From an optimization exercise on the open Yosys and OpenROAD flow, aimed at small area; shortcuts taken in it are not production practice.
Only simulation tests tie the RTL to the original design; equivalence was not proved.
Power and IR drop assume default switching activity.

job 101:
// reg_file
module reg_file
#(
  parameter int DATA_W = reg_file_pkg::RF_DATA_W,
  parameter int ADDR_W = reg_file_pkg::RF_ADDR_W,
  parameter int NREGS  = reg_file_pkg::RF_NREGS
) (
  input  logic              clk,
  input  logic              reset,
  input  logic              wr_en,
  input  logic [ADDR_W-1:0] wr_addr,
  input  logic [DATA_W-1:0] wr_data,
  input  logic [ADDR_W-1:0] rs_addr,
  input  logic [ADDR_W-1:0] rt_addr,
  output logic [DATA_W-1:0] rs_data,
  output logic [DATA_W-1:0] rt_data
);
  localparam int NGRP = (NREGS - 1) / 3;
  logic [DATA_W-1:0] words [NREGS];
  logic [NREGS-1:1]  wr_sel;
  logic [NREGS-1:1]  valid_q;
  logic [NREGS-1:0]  valid_ext;
  logic [NREGS-1:1]  rs_sel;
  logic [NREGS-1:1]  rt_sel;
  logic              phase_q;
  logic [DATA_W-1:0] wr_enc;
  logic [DATA_W-1:0] rs_raw;
  logic [DATA_W-1:0] rt_raw;
  logic              rs_flip;
  logic              rt_flip;
  always_comb begin
    wr_sel = '0;
    for (int i = 1; i < NREGS; i++) begin
      wr_sel[i] = wr_en && (wr_addr == ADDR_W'(i));
    end
  end
  always_ff @(posedge clk or posedge reset) begin
    if (reset) begin
      valid_q <= '0;
    end else begin
      valid_q <= valid_q | wr_sel;
    end
  end
  always_ff @(posedge clk or posedge reset) begin
    if (reset) begin
      phase_q <= 1'b0;
    end else begin
      phase_q <= ~phase_q;
    end
  end
  assign wr_enc = ~(wr_data ^ {DATA_W{phase_q}});
  assign words[0] = '0;
  for (genvar g = 1; g < NREGS; g++) begin : g_row
    logic [DATA_W-1:0] word_q;
    logic [DATA_W-1:0] word_d;
    logic              wr_sel_n;
  ...
For scale: roughly 3300 cells after synthesis, ~1000 flip-flops, about 38000 sq um of cells after synthesis.
export LEC_CHECK = 0
export CAP_MARGIN = 20
export CORE_MARGIN = 2
export CORE_UTILIZATION = 45
export CTS_BUF_LIST = sky130_fd_sc_hd__clkbuf_16
export CTS_CLUSTER_DIAMETER = 80
export CTS_CLUSTER_SIZE = 24
export SLEW_MARGIN = 20
export SYNTH_HIERARCHICAL = 1
create_clock -name core_clock -period 7.0 [get_ports {clk}]
standard.sh (not shown) runs the stock make flow with config.mk's settings and CLKGATE_MAP_FILE= SYNTH_SCRIPT=/design/flow/synth_recipe.tcl, a recipe that flattens the netlist after the stock synthesis.
==> flow/flow/run.sh <==
#!/bin/bash
# The standard ORFS layout, with one change: the buffers that the flow puts
# on every input and output port are the smallest buffer cell (buf_1) instead
# of the cell buffer_ports picks by default (clkdlybuf4s50_1). Every port still
# gets its own buffer. The make output goes to standard_flow.log here; ORFS
# keeps each step's log under orfs/logs/.
set -euo pipefail
bash standard.sh "BUFFER_PORTS_ARGS=-buffer_cell sky130_fd_sc_hd__buf_1" finish > standard_flow.log 2>&1
--- input diff job 101..job 102 ---
- CORE_UTILIZATION now 65, was 45
==> flow/run.sh (new file) <==
#!/bin/bash
# synth_recipe.tcl (not shown) runs the flow's synth.tcl, then flattens the netlist and writes it again
# the make line also repeats each setting of config.mk as NAME=value (left out here)
make -C /OpenROAD-flow-scripts/flow DESIGN_CONFIG=/design/flow/config.mk WORK_HOME=/design/flow/orfs CLKGATE_MAP_FILE= SYNTH_SCRIPT=/design/flow/synth_recipe.tcl finish
removed: flow/flow/run.sh
removed: flow/standard.sh
Results
- Job 101 and job 102: one clean run, job 101; the rest did not finish clean.
- In the floorplan summary, job 102 is listed with a die area less than that of job 101.
- For job 101, the library cell contributing the largest single delay on the critical path was sky130_fd_sc_hd__and3_1, unlike job 102, where it was sky130_fd_sc_hd__nand4_1.
- From job 101 to job 102 the numbers moved as follows: multi-input gate share of the layout cell area level, reported leakage power moved up, routing usage on met1 moved up, total power of the final layout moved down, area share of and/or/nand/nor cells after synthesis level.
- Between job 101 and job 102, the difference in mean cell area of the mapped netlist is negligible.
- Final worst slack was lower in the run labelled job 102.
> inputs changed (job 102 -> job 103)
- a change of CORE_UTILIZATION from 65 to 45
- a change of CTS_CLUSTER_DIAMETER from 80 to 90
- a change of CTS_CLUSTER_SIZE from 24 to 28
==> flow/flow/run.sh (new file) <==
#!/bin/bash
# The standard ORFS layout, with one change: the buffers that the flow puts
# on every input and output port are the smallest buffer cell (buf_1) instead
# of the cell buffer_ports picks by default (clkdlybuf4s50_1). Every port still
# gets its own buffer. The make output goes to standard_flow.log here; ORFS
# keeps each step's log under orfs/logs/.
set -euo pipefail
bash standard.sh "BUFFER_PORTS_ARGS=-buffer_cell sky130_fd_sc_hd__buf_1" finish > standard_flow.log 2>&1
==> flow/standard.sh (new file) <==
#!/bin/bash
# synth_recipe.tcl (not shown) runs the flow's synth.tcl, then flattens the netlist and writes it again
# the make line also repeats each setting of config.mk as NAME=value (left out here)
make -C /OpenROAD-flow-scripts/flow DESIGN_CONFIG=/design/flow/config.mk WORK_HOME=/design/flow/orfs CLKGATE_MAP_FILE= SYNTH_SCRIPT=/design/flow/synth_recipe.tcl "${@:-finish}"
removed: flow/run.sh
--- outcome ---
Job 102 → job 103: sequential fraction of total cell area increased by 0.34 points relative to the old numbers, sequential fraction of design power increased by 0.8 points relative to the old numbers, count of clock-buffer cells in the layout decreased by 6 relative to the old numbers, overall global routing resource usage decreased by 15 points relative to the old numbers, first-pass GRT wire length increased by 7300 um relative to the old numbers.
Job 103 finished end to end and its layout was clean on timing, DRC and antenna.
Between job 102 and job 103, the worst hold slack figures differ only marginally.
Taking job 102 as the reference, in job 103 CTS buffer count -about 10%; via count of the first global-routing pass -4.8%; final worst slack +240 ps.
Looking at library cell contributing the largest single delay on the critical path, the sky130_fd_sc_hd__nand4_1 result is from job 102; the sky130_fd_sc_hd__a2111oi_0 one comes from job 103.


Another version of the RTL of reg_file (not shown whole).
Size: ~3,300 cells after synthesis, ~110 I/O pins.
export LEC_CHECK = 0
export CAP_MARGIN = 20
export CORE_MARGIN = 2
export CORE_UTILIZATION = 52
export CTS_BUF_LIST = sky130_fd_sc_hd__clkbuf_16
export CTS_CLUSTER_DIAMETER = 90
export CTS_CLUSTER_SIZE = 28
export SLEW_MARGIN = 20
export SYNTH_HIERARCHICAL = 1
create_clock -name core_clock -period 7.0 [get_ports {clk}]
==> flow/flow/run.sh <==
#!/bin/bash
# The standard ORFS layout, with two changes:
#  - the buffers that the flow puts on every input and output port are the
#    smallest buffer cell (buf_1) instead of the cell buffer_ports picks by
#    default (clkdlybuf4s50_1); every port still gets its own buffer;
#  - before global placement, flow/upsize.tcl gives the drivers of high-fanout
#    nets a stronger drive strength, so that placement inserts fewer buffers.
# The make output goes to standard_flow.log here; ORFS keeps each step's log
# under orfs/logs/.
set -euo pipefail
here=$(pwd)
bash standard.sh "BUFFER_PORTS_ARGS=-buffer_cell sky130_fd_sc_hd__buf_1" \
  "PRE_GLOBAL_PLACE_TCL=$here/flow/upsize.tcl" finish > standard_flow.log 2>&1
==> flow/flow/upsize.tcl <==
# Sourced before global placement (PRE_GLOBAL_PLACE_TCL). Gives the driver of
# every signal net with 12 or more loads a stronger drive strength of the same
# cell (drive 2, else drive 4), so that the placement-time repair needs fewer
# buffers on those nets. Only the drive strength changes; flip-flops and clock
# nets are left alone.
set block [ord::get_db_block]
set n_up 0
foreach net [$block getNets] {
  set st [$net getSigType]
  if {$st eq "POWER" || $st eq "GROUND" || $st eq "CLOCK"} continue
  set drv ""
  set nload 0
  foreach it [$net getITerms] {
    if {[$it isOutputSignal]} { set drv $it } elseif {[$it isInputSignal]} { incr nload }
  }
  if {$drv eq "" || $nload < 12} continue
  set inst [$drv getInst]
  set m [[$inst getMaster] getName]
  if {[string match "*df*" $m]} continue
  if {![regexp {^(sky130_fd_sc_hd__[a-z0-9]+)_(\d+)$} $m -> base sz]} continue
  foreach t {2 4} {
    if {$t <= $sz} continue
    set nm [[ord::get_db] findMaster ${base}_$t]
    if {$nm ne "NULL"} { $inst swapMaster $nm; incr n_up; break }
  }
}
puts "upsize.tcl: upsized $n_up high-fanout drivers"
Then changed:
- CORE_UTILIZATION: 52 -> 45
After rerunning: Total power is higher by 0.92%. Die area grows by 15%. Sequential power climbs by about 0.5%. Sequential cell count is unchanged. Via count came out higher by 1.5%. Critical path depth came out higher by 1.

## static timing again, ports no longer ideal
The results above use ideal ports. As a check the final layouts listed here were re-extracted and re-timed, cells and wires unchanged. Step 1, drivers: a clkbuf_16 drives clk and a buf_2 each remaining input, both assumed. Step 2 adds t to the input delays and takes it off the output delays; t is the mean of the earliest and latest rising clock arrival at the registers after step 1. Input paths then give back, and output paths get back, about the clock's delay inside the block. Slacks: ideal / step 1 / step 2; pairs: ideal / step 1.
| run | t, ns | setup WS [ns] | worst setup path at the end |
|---|---|---|---|
| job 101 | 0.728 | 0.134 / 0.104 / 0.104 | input to output |
| job 102 | 0.718 | -0.027 / -0.062 / -0.062 | input to output |
| job 103 | 0.707 | 0.210 / 0.183 / 0.183 | input to output |
| the first run of note 2 | 0.702 | 0.384 / 0.352 / 0.352 | input to output |
| the second run of note 2 | 0.729 | 0.551 / 0.451 / 0.451 | input to output |
For the second run of note 2, which loses most, drivers alone change the setup slack by -0.100 ns; drivers and shift together by -0.100 ns.
